From an optimization exercise on the open Yosys and OpenROAD flow, aimed at small area; shortcuts taken in it are not production practice. Function was checked by simulation only, so behaviour that the tests miss may differ from the original.

==> flow/design.v (outline; a module is shown in full before it is edited, if it fits) <==
// module cordic_top: 1349 lines
module cordic_top (
    input  logic               i_clk,
    input  logic               i_reset,
    input  logic               i_valid,
    input  logic signed [31:0] i_x,
    input  logic signed [31:0] i_y,
    input  logic signed [31:0] i_angle,
    output logic               o_valid,
    output logic signed [31:0] o_x,
    output logic signed [31:0] o_y
);
  // ...
==> flow/run.sh <==
#!/bin/bash
# synth_recipe.tcl (not shown) runs the flow's synth.tcl, then flattens the netlist and writes it again
# the make line also repeats each setting of config.mk as NAME=value (left out here)
make -C /OpenROAD-flow-scripts/flow DESIGN_CONFIG=/design/flow/config.mk WORK_HOME=/design/flow/orfs CLKGATE_MAP_FILE= SYNTH_SCRIPT=/design/flow/synth_recipe.tcl finish
==> flow/config.mk <==
export PLATFORM = sky130hd
export DESIGN_NAME = cordic_top
export DESIGN_NICKNAME = cordic_top
export VERILOG_FILES = /design/flow/design.v
export SDC_FILE = /design/flow/constraint.sdc
export NUM_CORES = 4
export LEC_CHECK = 0
export CAP_MARGIN = 20
export CORE_MARGIN = 2
export CORE_UTILIZATION = 45
export CTS_BUF_LIST = sky130_fd_sc_hd__clkbuf_8
export GPL_TIMING_DRIVEN = 0
export SLEW_MARGIN = 20
==> flow/constraint.sdc <==
create_clock -name core_clock -period 6.0 [get_ports {i_clk}]
set_input_delay 1.2000 -clock core_clock [delete_from_list [all_inputs] [get_ports {i_clk}]]
set_output_delay 1.2000 -clock core_clock [all_outputs]
set_load 0.01 [all_outputs]
==> metrics.yaml, run 1 <==
global_route:
  grt_pass1_wl_um: 447200
  grt_pass1_vias: 83200
layout:
  fillers: 21580
  final_core_utilization_pct: 50.75
  design_area_mm2: 0.1169
  stdcell_count: 15390
  final-clk-cell-share_pct: 4.359
logic_synthesis:
  synth_area_mm2: 0.1044
  synth_cell_types: 108
  synth_common_cells: "1470 x ha_1, 1434 x xnor2_1, 1306 x dfxtp_1"
  yosys-top-cells-area: "dfxtp_1 25%, ha_1 18%, xnor2_1 12%"
  synth_mux_area_share_pct: 1.504
  ys_warn_count: 1
  synth_xor_area_share_pct: 17.19
placement:
  port_buffers: 155
  placed_cell_area_mm2: 0.1098
setup_path:
  path_cells: "clkinv_8 > buf_6 > a21oi_4 > ha_4 > nor2b_1 > o21a_1 > o21ai_2 > a21oi_2 > a221o_1 > a31o_4 > a221o_1 > a311oi_2 > nor2_2 > a311oi_2 > xnor2_2 > buf_2"
  critPathBufInv: 3
  r2r_setup_slack_ns: 0.17
  worstPathRequired_ns: 4.80
  startpoint: "ex_r22$_DFF_P_"
  ff2ff_path_depth: 25
drt:
  drtIter0Drc: 3664
  wl_um: 283400
run_status:
  status: "timing/DRC/antenna clean"
timing:
  hold_violations: 0
  fin_skew_ns: 0.06297
min_path:
  hold_depth: 0
floorplanning:
  row_count: 176
  core_region_area_mm2: 0.2303
clock_tree:
  cts_tree: "done"
==> run 2: changes to the inputs <==
--- a/flow/design.v
+++ b/flow/design.v
@@ -590,59 +590,51 @@
     assign sx15 = x_r15 >>> 15;
     assign ty15 = sy15 & {32{~ex_r15}};
     assign tx15 = sx15 & {32{~ex_r15}};
     logic cx16, cy16;
     assign x16 = add_x(x_r15, ty15, cy_r15 & ~ex_r15, 1'b0);
     assign y16 = add_x(y_r15, ~tx15, ~(cx_r15 & ~ex_r15), 1'b1);
     assign cx16 = cx_r15 ^ 1'b0;
     assign cy16 = ~cy_r15;
-    logic signed [31:0] x_r16;
-    logic signed [31:0] y_r16;
-    logic [0:0] cx_r16;
-    logic [0:0] cy_r16;
-    logic [0:0] flip_r16;
-    logic [0:0] ex_r16;
-    logic [0:0] q1_r16;
-    logic v_r16;
     logic signed [30:0] g0x, g0y;
-    assign g0x = 31'(x_r16 >>> 1);
-    assign g0y = 31'(y_r16 >>> 1);
+    assign g0x = 31'(x16 >>> 1);
+    assign g0y = 31'(y16 >>> 1);
     logic signed [30:0] g1x, gt1x, gs1x;
     assign gs1x = g0x >>> 3;
-    assign gt1x = gs1x & {31{~ex_r16}};
-    assign g1x = 31'(add_c(32'(g0x), 32'(gt1x), cx_r16 & ~ex_r16));
+    assign gt1x = gs1x & {31{~ex_r15}};
+    assign g1x = 31'(add_c(32'(g0x), 32'(gt1x), cx16 & ~ex_r15));
     logic signed [30:0] g1y, gt1y, gs1y;
     assign gs1y = g0y >>> 3;
-    assign gt1y = gs1y & {31{~ex_r16}};
-    assign g1y = 31'(add_c(32'(g0y), 32'(gt1y), cy_r16 & ~ex_r16));
+    assign gt1y = gs1y & {31{~ex_r15}};
+    assign g1y = 31'(add_c(32'(g0y), 32'(gt1y), cy16 & ~ex_r15));
+    logic signed [30:0] x_r17;
+    logic signed [30:0] y_r17;
+    logic [0:0] cx_r17;
+    logic [0:0] cy_r17;
+    logic [0:0] flip_r17;
+    logic [0:0] ex_r17;
+    logic [0:0] q1_r17;
+    logic v_r17;
     logic signed [30:0] g2x, gt2x, gs2x;
-    assign gs2x = g1x >>> 4;
-    assign gt2x = gs2x & {31{~ex_r16}};
-    assign g2x = 31'(add_c(32'(g1x), 32'(gt2x), cx_r16 & ~ex_r16));
+    assign gs2x = x_r17 >>> 4;
+    assign gt2x = gs2x & {31{~ex_r17}};
+    assign g2x = 31'(add_c(32'(x_r17), 32'(gt2x), cx_r17 & ~ex_r17));
     logic signed [30:0] g2y, gt2y, gs2y;
-    assign gs2y = g1y >>> 4;
-    assign gt2y = gs2y & {31{~ex_r16}};
-    assign g2y = 31'(add_c(32'(g1y), 32'(gt2y), cy_r16 & ~ex_r16));
-    logic signed [30:0] x_r18;
-    logic signed [30:0] y_r18;
-    logic [0:0] cx_r18;
-    logic [0:0] cy_r18;
-    logic [0:0] flip_r18;
-    logic [0:0] ex_r18;
-    logic [0:0] q1_r18;
-    logic v_r18;
+    assign gs2y = y_r17 >>> 4;
+    assign gt2y = gs2y & {31{~ex_r17}};
+    assign g2y = 31'(add_c(32'(y_r17), 32'(gt2y), cy_r17 & ~ex_r17));
     logic signed [30:0] g3x, gt3x, gs3x;
-    assign gs3x = x_r18 >>> 6;
-    assign gt3x = gs3x & {31{~ex_r18}};
-    assign g3x = 31'(add_c(32'(x_r18), 32'(gt3x), cx_r18 & ~ex_r18));
+    assign gs3x = g2x >>> 6;
+    assign gt3x = gs3x & {31{~ex_r17}};
+    assign g3x = 31'(add_c(32'(g2x), 32'(gt3x), cx_r17 & ~ex_r17));
     logic signed [30:0] g3y, gt3y, gs3y;
-    assign gs3y = y_r18 >>> 6;
-    assign gt3y = gs3y & {31{~ex_r18}};
-    assign g3y = 31'(add_c(32'(y_r18), 32'(gt3y), cy_r18 & ~ex_r18));
+    assign gs3y = g2y >>> 6;
+    assign gt3y = gs3y & {31{~ex_r17}};
+    assign g3y = 31'(add_c(32'(g2y), 32'(gt3y), cy_r17 & ~ex_r17));
     logic signed [30:0] x_r19;
     logic signed [30:0] y_r19;
     logic [0:0] cx_r19;
     logic [0:0] cy_r19;
     logic [0:0] flip_r19;
     logic [0:0] ex_r19;
     logic [0:0] q1_r19;
     logic v_r19;
@@ -823,37 +815,30 @@
         x_r15 <= x15;
         y_r15 <= y15;
         d15_r15 <= d15_r13;
         cx_r15 <= cx15;
         cy_r15 <= cy15;
         flip_r15 <= flip_r13;
         ex_r15 <= ex_r13;
         q1_r15 <= q1_r13;
-        x_r16 <= x16;
-        y_r16 <= y16;
-        cx_r16 <= cx16;
-        cy_r16 <= cy16;
-        flip_r16 <= flip_r15;
-        ex_r16 <= ex_r15;
-        q1_r16 <= q1_r15;
-        x_r18 <= g2x;
-        y_r18 <= g2y;
-        cx_r18 <= cx_r16;
-        cy_r18 <= cy_r16;
-        flip_r18 <= flip_r16;
-        ex_r18 <= ex_r16;
-        q1_r18 <= q1_r16;
+        x_r17 <= g1x;
+        y_r17 <= g1y;
+        cx_r17 <= cx16;
+        cy_r17 <= cy16;
+        flip_r17 <= flip_r15;
+        ex_r17 <= ex_r15;
+        q1_r17 <= q1_r15;
         x_r19 <= g3x;
         y_r19 <= g3y;
-        cx_r19 <= cx_r18;
-        cy_r19 <= cy_r18;
-        flip_r19 <= flip_r18;
-        ex_r19 <= ex_r18;
-        q1_r19 <= q1_r18;
+        cx_r19 <= cx_r17;
+        cy_r19 <= cy_r17;
+        flip_r19 <= flip_r17;
+        ex_r19 <= ex_r17;
+        q1_r19 <= q1_r17;
         x_r20 <= g4x;
         y_r20 <= g4y;
         cx_r20 <= cx_r19;
         cy_r20 <= cy_r19;
         flip_r20 <= flip_r19;
         ex_r20 <= ex_r19;
         q1_r20 <= q1_r19;
         x_r21 <= g5x;
@@ -880,36 +865,34 @@
             v_r4 <= 1'b0;
             v_r6 <= 1'b0;
             v_r7 <= 1'b0;
             v_r9 <= 1'b0;
             v_r10 <= 1'b0;
             v_r12 <= 1'b0;
             v_r13 <= 1'b0;
             v_r15 <= 1'b0;
-            v_r16 <= 1'b0;
-            v_r18 <= 1'b0;
+            v_r17 <= 1'b0;
             v_r19 <= 1'b0;
             v_r20 <= 1'b0;
             v_r21 <= 1'b0;
             v_r22 <= 1'b0;
         end else begin
             v_r1 <= i_valid;
             v_r3 <= v_r1;
             v_r4 <= v_r3;
             v_r6 <= v_r4;
             v_r7 <= v_r6;
             v_r9 <= v_r7;
             v_r10 <= v_r9;
             v_r12 <= v_r10;
             v_r13 <= v_r12;
             v_r15 <= v_r13;
-            v_r16 <= v_r15;
-            v_r18 <= v_r16;
-            v_r19 <= v_r18;
+            v_r17 <= v_r15;
+            v_r19 <= v_r17;
             v_r20 <= v_r19;
             v_r21 <= v_r20;
             v_r22 <= v_r21;
         end
     end
     function automatic logic [31:0] add_c(input logic [31:0] a, input logic [31:0] b, input logic c);
         logic [31:0] p, g, gg, pp;
         p = a ^ b;
==> run 2 against run 1 <==
Net effect: global-route usage is 1.4 points lower; sequential share of layout area shrank 0.84 points; clock-buffer cell count fell by 26; via count down 3.0%; first-iteration DRC count shrank 5.2%; still clean; hold slack improved by 0.0074 ns; setup slack improved by 0.081 ns; utilization increased by 0.57 points.
==> metrics.yaml, run 2 <==
timing:
  relSlewSlack_pct: 24.78
  worst_pin_slew_ns: 1.125
  setup_viol: 0
  max_freq_mhz: 170.1
  period_share_pct: 97.96
  hold_violations: 0  # unchanged
  setup_slack_ns: 0.1226
  rsz0062_at_grt: "true"
  slew_violations: 0
  tns_ns: 0
  fin_crit_ns: 5.877
  fin_skew_ns: 0.08926  # +0.02629 ns
global_route:
  grt_max_degree: 21
  grt_usage_pct: 22.16
  use_met1_pct: 27.28
  grt.met2_usage_pct: 39.80
  grt_pass1_vias: 81070  # -2.6%
  grt_pass1_wl_um: 417600  # -6.6%
  grt.busiest_layer: "met2"
  antenna_found_initial: 5
  grt_overflow_total: 0
  grt_use_met3_pct: 2.488
setup_path:
  crit_top_cell: "a21o_1"
  crit_family: "compound AO/OA/AOI/OAI gates"
  reg2reg_from: "ex_r13$_DFF_P_"
  crit_fanout: 6
  cp-start-kind: "flop"
  cpPeakStageDelay_ns: 0.35
  r2r_setup_slack_ns: 0.12  # -0.05 ns
  worstPathRequired_ns: 6.91  # +2.11 ns
  critPathBufInv: 3  # unchanged
  ff2ff_path_depth: 28  # +12%
  worstReg2RegEnd: "x_r15[31]$_DFF_P_"
  slowest_stage: "fa_2"
  cp.depth: 28
  cp-end-kind: "flop"
  crit_type: "flop to flop"
  arrival_ns: 6.78
logic_synthesis:
  synthAdderAreaFrac_pct: 21.61
  yosys.area_share.simple_pct: 15.76
  synth_mux_area_share_pct: 1.437  # -0.067 points
  yosysSeqAreaShare_pct: 24.83
  synth_xor_area_share_pct: 17.80  # +0.62 points
  ys_warn_count: 1  # unchanged
  synth_top_family_by_area: "adder cells"
  synth_common_cells: "1470 x ha_1, 1447 x xnor2_1, 1239 x dfxtp_1"
  synth_largest_area_cell: "dfxtp_1"
  synth_area_mm2: 0.1014  # -2.9%
  synth-async-reset-ratio_pct: 1.196
  ys_seq_elements: 1254
  synth.avg_cell_area_um2: 8.835
  synth-compound-area-share_pct: 15.02
  synth_ff_type: "dfxtp_1"
  synth_most_common_cell: "ha_1"
  synth_edf_count: 0
  synth_top_area_share_pct: 24.46
  synth_cell_types: 102  # -5.6%
  syn_inst: 11480
  yosys-top-cells-area: "dfxtp_1 24%, ha_1 18%, xnor2_1 12%"
  syn-num-nets: 13220
clock_tree:
  clkLatencyLatePin_ns: 1.04
  numCtsBuffers: 217
  postCtsHoldBufs: 0
  clkSinkCount: 1254
  cts_tree: "done"
  clk_path_buf_depth: 3
  clock-root-buffer: "clkbuf_8"
  path_clk_slew_ns: 0.07
  h-tree-depth: 4
placement:
  placed_cell_area_mm2: 0.1069  # -2.7%
  gp_congestion: 0.9113
  dp_hpwl_um: 214300
  place_inst: 14630
  place_ws_ns: -2.184
  port_buffers: 158  # +1.9%
drt:
  vias_per_cell: 5.262
  drtIter0Drc: 3475  # -5.2%
  ant_nets: 0
  detail_route.wl_per_cell_um: 17.13
  wl_um: 259800  # -8.3%
  dr.pass1.iters: 8
  vias: 79800
  post-route-drc-count: 0
layout:
  design_area_mm2: 0.1152  # -1.5%
  drive_gt1_share_pct: 8.557
  seq_area_mm2: 0.02521
  fillers: 21030  # -2.6%
  final_cell_mix: "1461 x ha_1, 1424 x xnor2_1, 1228 x dfxtp_1"
  final_core_utilization_pct: 51.32  # +0.57 points
  area_delta_synth_final_pct: 13.59
  multiInputGateArea_mm2: 0.07441
  final_common_cell: "ha_1"
  layout.nets: 13720
  stdcell_count: 15170  # -1.4%
floorplanning:
  row_count: 174  # -1.1%
  start_util_pct: 45.18
  dieArea_mm2: 0.2292
  die_x_um: 478.7
  core_region_area_mm2: 0.2245  # -2.6%
  io_pins: 164
  die_h_um: 478.7
min_path:
  hold_class: "flop to flop"
  hold_depth: 0  # unchanged
  hold_end: "q1_r3$_DFF_P_"
  hold_start: "q1_r1$_DFF_P_"
flow_run:
  cap_violations: 0
run_status:
  status: "timing/DRC/antenna clean"
## run 2: cell count changes in the layout (fill, tap and decap cells not counted), moves of 21 or more
cell,before,now
a31oi_1,87,62
nor2b_1,606,548
o21ai_2,9,30
and2_1,94,141
clkbuf_8,297,273
buf_4,83,136
dfxtp_1,1298,1228
nand2_1,453,525
nand2b_1,469,363
## run 2: area by class of cell
type                    count  share of cell area [%]
clock buffers             266                   3.178
multi-input cells        9285                   64.60
diodes                      8                 0.01738
repair buffers            287                   2.234
inverters                 664                   2.177
clock inverters           142                   1.411
well taps                2992                   3.250
plain buffers             267                   1.249
flip-flops and latches   1254                   21.88
## run 2: repair_timing
action | 4_1_cts | 5_1_grt
setup endpoints to repair | 261 | 128
pin swaps | 77 | 134
buffers inserted | 72 | 54
gates resized for setup | 335 | 313
## run 2: how the worst max path moves through the flow
stage | start | end | slack (ns)
after floorplan | ex_r7$_DFF_P_ | x_r9[31]$_DFF_P_ | 0.01
after global placement | i_angle[29] | kx_r1$_DFF_P_ | -2.10
after detailed placement | i_angle[29] | kx_r1$_DFF_P_ | -2.18
after CTS | i_angle[30] | kx_r1$_DFF_P_ | 0.001
after global routing | ex_r15$_DFF_P_ | x_r17[30]$_DFF_P_ | -0.22
final | ex_r13$_DFF_P_ | x_r15[31]$_DFF_P_ | 0.12
## run 2: logic make-up after synthesis
kind of cell	Yosys count
flip-flops	1254
XOR/XNOR	2044
multiplexers	145
buffers and inverters	938
adder cells (fa/ha/maj)	1646
other	1
AO/OA/AOI/OAI	2344
AND/OR/NAND/NOR	3105
## run 2: stage by stage
stage | hold WS [ns]
6_report | 0.3211
4_1_cts | 0.3254
3_5_place_dp | 0.3121
5_1_grt | 0.3317
3_3_place_gp | 0.3103
2_1_floorplan | 0.3096
## run 2: metal layers
layer | vias to the layer above | part of all wire [%] | wire, um
met3 | 470 | 3.1 | 8010
li1 | 40520 | - | -
met1 | 37610 | 45 | 116200
met5 | - | 0 | 0
met2 | 1197 | 49 | 127000
met4 | 0 | 3.3 | 8612

what the ideal ports hide:
Ports are ideal in the flow. The routed layouts listed here were re-timed in OpenROAD. Step 1, drivers: a clkbuf_16 drives i_clk and a buf_2 each remaining input, both assumed. Step 2 also shifts input and output timing later by t, the mid clock arrival at the registers, as if the neighbouring blocks saw the same clock. a / b / c = ideal ports / drivers / drivers and shift; a / b = the first two.
run	shift t [ns]	slack for setup (ns)	hold WS [ns]	worst register clock-pin slew, ns	worst data-port slew with drivers (ns)
run 1	1.074	0.042 / -0.048 / -0.814	0.314 / 0.314 / 0.314	0.07 / 0.07	0.08
run 2	1.087	0.123 / 0.123 / -0.762	0.321 / 0.321 / 0.321	0.08 / 0.08	0.05
With both steps, setup timing fails in run 1 and run 2, where it was met with ideal ports. The setup slack of run 2, which loses most, moves by 0.000 ns with the drivers and by -0.885 ns with both steps.
